Context: an optimization exercise on an open-source flow, tuned for a short achievable clock period and few clock cycles. The choices shown serve that exercise and are no tape-out recipe.
Only the layout flow was run in this run; the RTL was not checked for function there.
Power is estimated from default activity; no workload was simulated.

==> flow/run.sh <==
#!/bin/bash
# synth_recipe.tcl (not shown) runs the flow's synth.tcl, then flattens the netlist and writes it again
# the make line also repeats each setting of config.mk as NAME=value (left out here)
make -C /OpenROAD-flow-scripts/flow DESIGN_CONFIG=/design/flow/config.mk WORK_HOME=/design/flow/orfs CLKGATE_MAP_FILE= SYNTH_SCRIPT=/design/flow/synth_recipe.tcl finish
==> flow/design.v <==
`default_nettype none
package rv_pkg;
    localparam int XLEN       = 32;
    localparam int REG_ADDR_W = 5;
    localparam int NUM_REGS   = 32;
    localparam logic [6:0] OPC_OP_IMM = 7'b0010011;
    localparam logic [6:0] OPC_STORE  = 7'b0100011;
    localparam logic [6:0] OPC_LOAD   = 7'b0000011;
    localparam logic [6:0] OPC_LUI    = 7'b0110111;
    localparam logic [6:0] OPC_AUIPC  = 7'b0010111;
    localparam logic [6:0] OPC_JAL    = 7'b1101111;
    localparam logic [6:0] OPC_JALR   = 7'b1100111;
    localparam logic [2:0] F3_ADDI = 3'b000;
    localparam logic [2:0] F3_SW   = 3'b010;
    localparam logic [2:0] F3_LW   = 3'b010;
    localparam logic [2:0] F3_JALR = 3'b000;
    localparam logic [7:0] WMASK_WORD = 8'b0000_1111;
endpackage
`default_nettype wire
`timescale 1ns/1ps
`default_nettype none
import rv_pkg::*;
module rv_pc_reg
#(
    parameter logic [XLEN-1:0] RESET_PC = '0
) (
    input  wire logic            clk_i,
    input  wire logic            rst_n_i,
    input  wire logic [XLEN-1:0] inst_i,
    input  wire logic            jal_i,        
    input  wire logic            stall_i,      
    input  wire logic            redirect_i,   
    input  wire logic [XLEN-1:0] redirect_addr_i,
    output logic      [XLEN-1:0] pc_o,
    output logic      [XLEN-1:0] pc4_o
);
    logic [XLEN-1:0] imm_j;
    logic [XLEN-1:0] jal_target;
    assign imm_j = {{(XLEN-20){inst_i[31]}}, inst_i[19:12], inst_i[20],
                    inst_i[30:21], 1'b0};
    assign jal_target = pc_o + imm_j;
    assign pc4_o      = pc_o + XLEN'(4);
    always_ff @(posedge clk_i or negedge rst_n_i) begin
        if (!rst_n_i) begin
            pc_o <= RESET_PC;
        end else if (redirect_i) begin
            pc_o <= redirect_addr_i;
        end else if (!stall_i) begin
            pc_o <= jal_i ? jal_target : pc4_o;
        end
    end
endmodule
`default_nettype wire
`timescale 1ns/1ps
`default_nettype none
import rv_pkg::*;
module rv_idu
(
    input  wire logic [XLEN-1:0]     inst_i,
    output logic                     addi_o,
    output logic                     lui_o,
    output logic                     auipc_o,
    output logic                     jal_o,
    output logic                     jalr_o,
    output logic                     lw_o,
    output logic                     sw_o,
    output logic                     wrx_o,      
    output logic [NUM_REGS-1:0]      rs1_oh_o,
    output logic [NUM_REGS-1:0]      rs2_oh_o,
    output logic [NUM_REGS-1:0]      rd_oh_o,
    output logic [XLEN-1:0]          imm_a_o     
);
    logic [6:0] opcode;
    logic [2:0] funct3;
    logic [4:0] rs1, rs2, rd;
    logic       use_rs1;
    assign opcode = inst_i[6:0];
    assign funct3 = inst_i[14:12];
    assign rs1    = inst_i[19:15];
    assign rs2    = inst_i[24:20];
    assign rd     = inst_i[11:7];
    assign addi_o  = (opcode == OPC_OP_IMM) && (funct3 == F3_ADDI);
    assign lui_o   = (opcode == OPC_LUI);
    assign auipc_o = (opcode == OPC_AUIPC);
    assign jal_o   = (opcode == OPC_JAL);
    assign jalr_o  = (opcode == OPC_JALR) && (funct3 == F3_JALR);
    assign lw_o    = (opcode == OPC_LOAD) && (funct3 == F3_LW);
    assign sw_o    = (opcode == OPC_STORE) && (funct3 == F3_SW);
    assign wrx_o   = addi_o | lui_o | auipc_o | jal_o | jalr_o;
    assign use_rs1 = addi_o | jalr_o | lw_o | sw_o;
    always_comb begin
        rs1_oh_o = '0;
        rs2_oh_o = '0;
        rd_oh_o  = '0;
        for (int i = 1; i < NUM_REGS; i++) begin
            rs1_oh_o[i] = use_rs1 && (rs1 == REG_ADDR_W'(i));
            rs2_oh_o[i] = sw_o && (rs2 == REG_ADDR_W'(i));
            rd_oh_o[i]  = (wrx_o || lw_o) && (rd == REG_ADDR_W'(i));
        end
    end
    assign imm_a_o = {{(XLEN-12){inst_i[31]}}, inst_i[31:25],
                      sw_o ? inst_i[11:7] : inst_i[24:20]};
endmodule
`default_nettype wire
`timescale 1ns/1ps
`default_nettype none
import rv_pkg::*;
module rv_regfile
(
    input  wire logic                  clk_i,
    input  wire logic                  rst_n_i,
    input  wire logic [NUM_REGS-1:0]   rsel1_i,
    input  wire logic [NUM_REGS-1:0]   rsel2_i,
    output logic      [XLEN-1:0]       rdata1_o,
    output logic      [XLEN-1:0]       rdata2_o,
    input  wire logic [NUM_REGS-1:0]   wsel_x_i,
    input  wire logic [XLEN-1:0]       wdata_x_i,
    input  wire logic [NUM_REGS-1:0]   wsel_m_i,
    input  wire logic [XLEN-1:0]       wdata_m_i
);
    logic [XLEN-1:0]     regs [1:NUM_REGS-1];
    logic [NUM_REGS-1:0] valid;
    always_ff @(posedge clk_i or negedge rst_n_i) begin
        if (!rst_n_i) begin
            valid <= '0;
        end else begin
            valid <= valid | ((wsel_x_i | wsel_m_i) & ~NUM_REGS'(1));
        end
    end
    for (genvar i = 1; i < NUM_REGS; i++) begin : g_reg
        always_ff @(posedge clk_i) begin
            if (wsel_x_i[i]) begin
                regs[i] <= wdata_x_i;
            end else if (wsel_m_i[i]) begin
                regs[i] <= wdata_m_i;
            end
        end
    end
    always_comb begin
        rdata1_o = '0;
        rdata2_o = '0;
        for (int i = 1; i < NUM_REGS; i++) begin
            rdata1_o = rdata1_o | (regs[i] & {XLEN{rsel1_i[i] & valid[i]}});
            rdata2_o = rdata2_o | (regs[i] & {XLEN{rsel2_i[i] & valid[i]}});
        end
    end
endmodule
`default_nettype wire
`timescale 1ns/1ps
`default_nettype none
import rv_pkg::*;
module rv_exu
(
    input  wire logic [XLEN-1:0] rs1_data_i,
    input  wire logic [XLEN-1:0] imm_a_i,
    input  wire logic [XLEN-1:0] inst_i,
    input  wire logic [XLEN-1:0] pc_i,
    input  wire logic [XLEN-1:0] pc4_i,
    input  wire logic            addi_i,
    input  wire logic            lui_i,
    input  wire logic            auipc_i,
    output logic      [XLEN-1:0] sum_o,
    output logic      [XLEN-1:0] jump_addr_o,
    output logic      [XLEN-1:0] wdata_o
);
    logic [XLEN-1:0] imm_u;
    logic [XLEN-1:0] alt;
    assign sum_o       = rs1_data_i + imm_a_i;
    assign jump_addr_o = {sum_o[XLEN-1:1], 1'b0};
    assign imm_u = {inst_i[31:12], 12'b0};
    always_comb begin
        if (lui_i) begin
            alt = imm_u;
        end else if (auipc_i) begin
            alt = pc_i + imm_u;
        end else begin
            alt = pc4_i;
        end
    end
    assign wdata_o = addi_i ? sum_o : alt;
endmodule
`default_nettype wire
`timescale 1ns/1ps
`default_nettype none
import rv_pkg::*;
module rv_core_top
#(
    parameter logic [XLEN-1:0] RESET_PC = '0
) (
    input  wire logic            clk_i,
    input  wire logic            rst_n_i,
    output logic      [XLEN-1:0] inst_addr_o,
    input  wire logic [XLEN-1:0] inst_i,
    output logic                 mem_wen_o,
    output logic      [XLEN-1:0] mem_waddr_o,
    output logic      [XLEN-1:0] mem_wdata_o,
    output logic      [7:0]      mem_wmask_o,
    output logic      [XLEN-1:0] mem_raddr_o,
    input  wire logic [XLEN-1:0] mem_rdata_i
);
    logic [XLEN-1:0]     pc;
    logic [XLEN-1:0]     pc4;
    logic                f_addi, f_lui, f_auipc, f_jal, f_jalr, f_lw, f_sw, f_wrx;
    logic [NUM_REGS-1:0] f_rs1_oh, f_rs2_oh, f_rd_oh;
    logic [XLEN-1:0]     f_imm_a;
    logic                x_valid;
    logic [XLEN-1:0]     x_inst;
    logic [XLEN-1:0]     x_pc;
    logic [XLEN-1:0]     x_pc4;
    logic                x_addi, x_lui, x_auipc, x_jalr, x_lw, x_sw, x_wrx;
    logic [NUM_REGS-1:0] x_rs1_oh, x_rs2_oh, x_rd_oh;
    logic [XLEN-1:0]     x_imm_a;
    logic [XLEN-1:0]     rs1_data;
    logic [XLEN-1:0]     rs2_data;
    logic [XLEN-1:0]     x_sum;
    logic [XLEN-1:0]     x_jump_addr;
    logic [XLEN-1:0]     x_wdata;
    logic                stall;
    logic                x_go;
    logic                redirect;
    logic                m_load;
    logic [NUM_REGS-1:0] m_rd_oh;
    logic [XLEN-1:0]     m_raddr;
    logic                m_store;
    logic [XLEN-1:0]     m_waddr;
    logic [XLEN-1:0]     m_wdata;
    assign inst_addr_o = pc;
    rv_idu i_rv_idu (
        .inst_i   (inst_i),
        .addi_o   (f_addi),
        .lui_o    (f_lui),
        .auipc_o  (f_auipc),
        .jal_o    (f_jal),
        .jalr_o   (f_jalr),
        .lw_o     (f_lw),
        .sw_o     (f_sw),
        .wrx_o    (f_wrx),
        .rs1_oh_o (f_rs1_oh),
        .rs2_oh_o (f_rs2_oh),
        .rd_oh_o  (f_rd_oh),
        .imm_a_o  (f_imm_a)
    );
    rv_pc_reg #(
        .RESET_PC (RESET_PC)
    ) i_rv_pc_reg (
        .clk_i           (clk_i),
        .rst_n_i         (rst_n_i),
        .inst_i          (inst_i),
        .jal_i           (f_jal),
        .stall_i         (stall),
        .redirect_i      (redirect),
        .redirect_addr_i (x_jump_addr),
        .pc_o            (pc),
        .pc4_o           (pc4)
    );
    always_ff @(posedge clk_i or negedge rst_n_i) begin
        if (!rst_n_i) begin
            x_valid <= 1'b0;
        end else if (redirect) begin
            x_valid <= 1'b0;
        end else if (!stall) begin
            x_valid <= 1'b1;
        end
    end
    always_ff @(posedge clk_i) begin
        if (!stall) begin
            x_inst   <= inst_i;
            x_pc     <= pc;
            x_pc4    <= pc4;
            x_addi   <= f_addi;
            x_lui    <= f_lui;
            x_auipc  <= f_auipc;
            x_jalr   <= f_jalr;
            x_lw     <= f_lw;
            x_sw     <= f_sw;
            x_wrx    <= f_wrx;
            x_rs1_oh <= f_rs1_oh;
            x_rs2_oh <= f_rs2_oh;
            x_rd_oh  <= f_rd_oh;
            x_imm_a  <= f_imm_a;
        end
    end
    assign stall    = m_load && (|((x_rs1_oh | x_rs2_oh) & m_rd_oh));
    assign x_go     = x_valid && !stall;
    assign redirect = x_go && x_jalr;
    rv_regfile i_rv_regfile (
        .clk_i     (clk_i),
        .rst_n_i   (rst_n_i),
        .rsel1_i   (x_rs1_oh),
        .rsel2_i   (x_rs2_oh),
        .rdata1_o  (rs1_data),
        .rdata2_o  (rs2_data),
        .wsel_x_i  (x_rd_oh & {NUM_REGS{x_go && x_wrx}}),
        .wdata_x_i (x_wdata),
        .wsel_m_i  (m_rd_oh & {NUM_REGS{m_load}}),
        .wdata_m_i (mem_rdata_i)
    );
    rv_exu i_rv_exu (
        .rs1_data_i  (rs1_data),
        .imm_a_i     (x_imm_a),
        .inst_i      (x_inst),
        .pc_i        (x_pc),
        .pc4_i       (x_pc4),
        .addi_i      (x_addi),
        .lui_i       (x_lui),
        .auipc_i     (x_auipc),
        .sum_o       (x_sum),
        .jump_addr_o (x_jump_addr),
        .wdata_o     (x_wdata)
    );
    always_ff @(posedge clk_i or negedge rst_n_i) begin
        if (!rst_n_i) begin
            m_load  <= 1'b0;
            m_store <= 1'b0;
        end else begin
            m_load  <= x_go && x_lw;
            m_store <= x_go && x_sw;
        end
    end
    always_ff @(posedge clk_i) begin
        m_rd_oh <= x_rd_oh;
        m_raddr <= x_sum;
        m_waddr <= x_sum;
        m_wdata <= rs2_data;
    end
    assign mem_raddr_o = m_raddr;
    assign mem_wen_o   = m_store;
    assign mem_waddr_o = m_waddr;
    assign mem_wdata_o = m_wdata;
    assign mem_wmask_o = m_store ? WMASK_WORD : 8'b0;
endmodule
`default_nettype wire
==> flow/config.mk <==
export PLATFORM = sky130hd
export DESIGN_NAME = rv_core_top
export DESIGN_NICKNAME = rv_core_top
export VERILOG_FILES = /design/flow/design.v
export SDC_FILE = /design/flow/constraint.sdc
export NUM_CORES = 8
export LEC_CHECK = 0
export ABC_CLOCK_PERIOD_IN_PS = 3500
export CAP_MARGIN = 20
export CORE_MARGIN = 2
export CORE_UTILIZATION = 30
export SETUP_SLACK_MARGIN = 5
export SLEW_MARGIN = 20
export TNS_END_PERCENT = 100
==> flow/constraint.sdc <==
create_clock -name core_clock -period 13.0 [get_ports {clk_i}]
set_input_delay 2.6000 -clock core_clock [delete_from_list [all_inputs] [get_ports {clk_i}]]
set_output_delay 2.6000 -clock core_clock [all_outputs]
set_load 0.01 [all_outputs]
==> summary.md <==
| Metric | Value |
|---|---|
| Reg2reg start | x_rs2_oh[21] |
| Gate Count Post-Synth | 956 |
| Async S/R FF share, synth | 18.38% |
| Non-filler cells, final | 1453 |
| Final slew viol count | 0 |
| Initial core utilization | 30.61% |
| Setup TNS | 0 ps |
| ANT nets after route | 0 |
| Dpl cells | 1418 |
| Number of DRC markers in iteration 0 | 651 |
| First-pass GRT wire length | 39.03 mm |
| Die area | 0.03374 mm² |
| CTS tree | done |
| Clk sink count | 185 |
| Worst VDD drop | 85.50 µV |
| Required time of the critical path | 13330 ps |
| Main flop type after synthesis | edfxtp_1 |
| Layout cells sized above 1 | 5.630% |
| Largest net degree at the start of global routing | 90 |
| Final instance area | 0.01156 mm² |
| WP data arrival | 5810 ps |
| Final Wtd Congestion | 0.8581 |
| R2R cell count | 10 |
| Worst-path maximum fanout | 6 |
| Via count | 7281 |
| Post-CTS Resized | 0 |
| First drt pass iteration count | 5 |
| Hold_buf cts | 0 |
| Synth Area per Inst | 10.13 µm² |
| RSZ-0062 raised after global routing | no |
| Placed instance area | 0.01090 mm² |
| Pwr Density | 157.1 mW/mm² |
| Total CTS buffers | 17 |
| Clock slew seen by the registers of the worst setup and hold paths | 90 ps |
| Net count of the finished layout | 1133 |
| Die extent in x | 183.7 µm |
| Worst setup EP type | flop |
| Die height | 183.7 µm |
| Max Fclk | 182.3 MHz |
| Initial antenna violation count | 6 |
| Core Box Area | 0.03164 mm² |
| Critical path class | primary input to flop |
| GRT Total Usage | 15.15% |
| Netlist cell types | 77 |
| Tcrit/Tclk final | 42.20% |
| Final Skew | 15.23 ps |
| Register area share after synthesis | 51.16% |
| Hold Path Class | flop to flop |
| Grt total ovfl | 0 |
| IO Port Bufs | 133 |
| DR WL/cell | 17.56 µm |
| Final Critical Period | 5486 ps |
| Final WL | 25.52 mm |
| Startpoint types | primary input |
| Final Hold Viols | 0 |
| Hold slack final | 337.9 ps |
| Hpwl dp | 18.23 mm |
| Status | complete, no violations |
| Clock Latency Late Sink | 450 ps |
| Max Cap Viol | 0 |
| Flop-to-flop setup slack | 9130 ps |
| Area Growth Syn to Fin | 19.36% |
| Fill cells | 3142 |
| Util after Layout | 36.54% |
| Synth Cell Area | 0.009686 mm² |
| Hold path cells | 0 |
| Worst-Margin Slew | 1114 ps |
| Reg-to-reg endpoint | i_rv_pc_reg.pc_o[28] |
| Leak | 4.561 nW |
| # Post-CTS Setup Buffers | 0 |
| EDFF count, synth | 108 |
| Final WS setup | 7514 ps |
| Vias per inst | 5.011 |
| Final routed DRC violation total | 0 |
| Power Total | 1.816 mW |
| Slew margin rel. | 25.72% |
| Synth warnings | 6 |
| Synth Register Bits | 185 |
| Setup violators final | 0 |
| Critical Path End | i_rv_pc_reg.pc_o[31] |
| H-tree depth | 4 |
| Crit. Startpoint | inst_i[21] |
| Pre-CTS setup slack | 7138 ps |
| Vias in the first global route | 6781 |
| Clk root buf | clkbuf_16 |
| CTS Buffer Depth | 2 |
| Boundary pin count | 203 |
| Num rows | 65 |
==> power breakdown <==
group          total [mW]  internal (mW)  switching (mW)
Sequential          0.715          0.650          0.0656
Clock               0.551          0.272           0.279
Combinational       0.550          0.265           0.285
Total                1.82           1.19           0.629
==> kinds of logic after synthesis <==
group                    Yosys count  share of synthesized area (%)
buffers and inverters            131                          8.862
XOR/XNOR                          42                          3.798
flip-flops                       185                          51.16
AO/OA/AOI/OAI                    211                          14.47
AND/OR/NAND/NOR                  349                          16.91
other                              1                        0.03872
multiplexers                       5                         0.5555
adder cells (fa/ha/maj)           32                          4.211
==> routing by layer <==
metal / wire [µm] / global-route usage [%] / up-vias
li1: - / - / 3494
met1: 11440 / 19.97 / 3504
met2: 11680 / 24.02 / 236
met3: 1799 / 4.061 / 41
met4: 558 / 5.248 / 6
met5: 41 / 0 / -
==> Yosys cell counts, types with 17 or more instances <==
| cell type | n | area [µm²] |
|---|---|---|
| xor2_1 | 20 | 175.2 |
| dfrtp_1 | 34 | 850.8 |
| ha_1 | 31 | 387.9 |
| a21oi_1 | 49 | 245.2 |
| edfxtp_1 | 108 | 3243 |
| nand2_1 | 67 | 251.5 |
| clkbuf_1 | 17 | 63.81 |
| and3_1 | 17 | 106.4 |
| dfxtp_1 | 43 | 860.8 |
| xnor2_1 | 22 | 192.7 |
| nor2_1 | 144 | 540.5 |
| nand3_1 | 32 | 160.2 |
| nor3_1 | 18 | 90.09 |
| o21ai_0 | 62 | 310.3 |
| buf_4 | 94 | 705.7 |
==> registers in the layout, indices dropped and copies added, names as in the netlist <==
| register | count |
|---|---|
| i_rv_pc_reg.pc_o | 31 |
| m_load | 1 |
| m_rd_oh | 31 |
| m_store | 1 |
| m_waddr | 12 |
| x_imm_a | 12 |
| x_jalr | 1 |
| x_lw | 1 |
| x_rd_oh | 31 |
| x_rs1_oh | 31 |
| x_rs2_oh | 31 |
| x_sw | 1 |
| x_valid | 1 |
==> cells in the final DEF, fill, tap and decap left out, types with 20 or more instances in the layout <==
cell	count
nand3_1	32
a21oi_1	49
o21ai_0	62
xnor2_1	22
clkdlybuf4s50_1	132
edfxtp_1	108
xor2_1	20
dfrtp_1	34
ha_1	31
conb_1	37
dfxtp_1	42
nand2_1	67
nor2_1	144
==> worst min path at each step <==
stage | to | slack, ps | startpoint
final | m_rd_oh[11] | 340 | x_rd_oh[11]
after global routing | m_rd_oh[21] | 340 | x_rd_oh[21]
after floorplan | m_rd_oh[10] | 320 | x_rd_oh[10]
after CTS | m_rd_oh[11] | 340 | x_rd_oh[11]
after global placement | m_rd_oh[18] | 320 | x_rd_oh[18]
after detailed placement | m_rd_oh[10] | 330 | x_rd_oh[10]
==> critical path, stage by stage <==
cell and delay (ps):
clkdlybuf4s50_1 570, ha_1 250, inv_1 70, fa_1 420, nor2b_4 170, o31a_1 240
o31ai_4 110, a2111oi_0 510, o2111ai_1 220, nand4_1 100, nor3b_1 260, mux2i_1 220
nand2_1 70
==> layout make-up <==
class                   instances  area [µm²]  area share [%]
inverters                      16       60.06          0.5195
diodes                          3       7.507         0.06493
repair buffers                139        1371           11.86
clock inverters                15       222.7           1.926
well taps                     402       503.0           4.351
multi-input cells             676        4015           34.73
clock buffers                  17       425.4           3.680
flip-flops and latches        185        4956           42.87

[separate check: timing with driven ports]
How much do the figures lean on ideal ports? The routed layout below was timed once more, with nothing changed but the port constraints. Step 1: set_driving_cell puts a clkbuf_16 on clk_i and a buf_2 on each other input, an assumption about the parent block. Step 2 moves the port delays by t, midway between the first and last clock arrival at a register: inputs arrive t later, outputs are due t later. That takes back most of the time a late clock gives input paths. Three values: ideal ports, drivers, drivers and shift; two values: the first two.
t (ns): 0.487
setup slack, ns: 7.514 / 7.510 / 7.023
worst setup path after step 2: input to register
After both steps this run still meets setup and hold. The setup slack of this run moves by -0.004 ns with the drivers and by -0.491 ns with both steps.
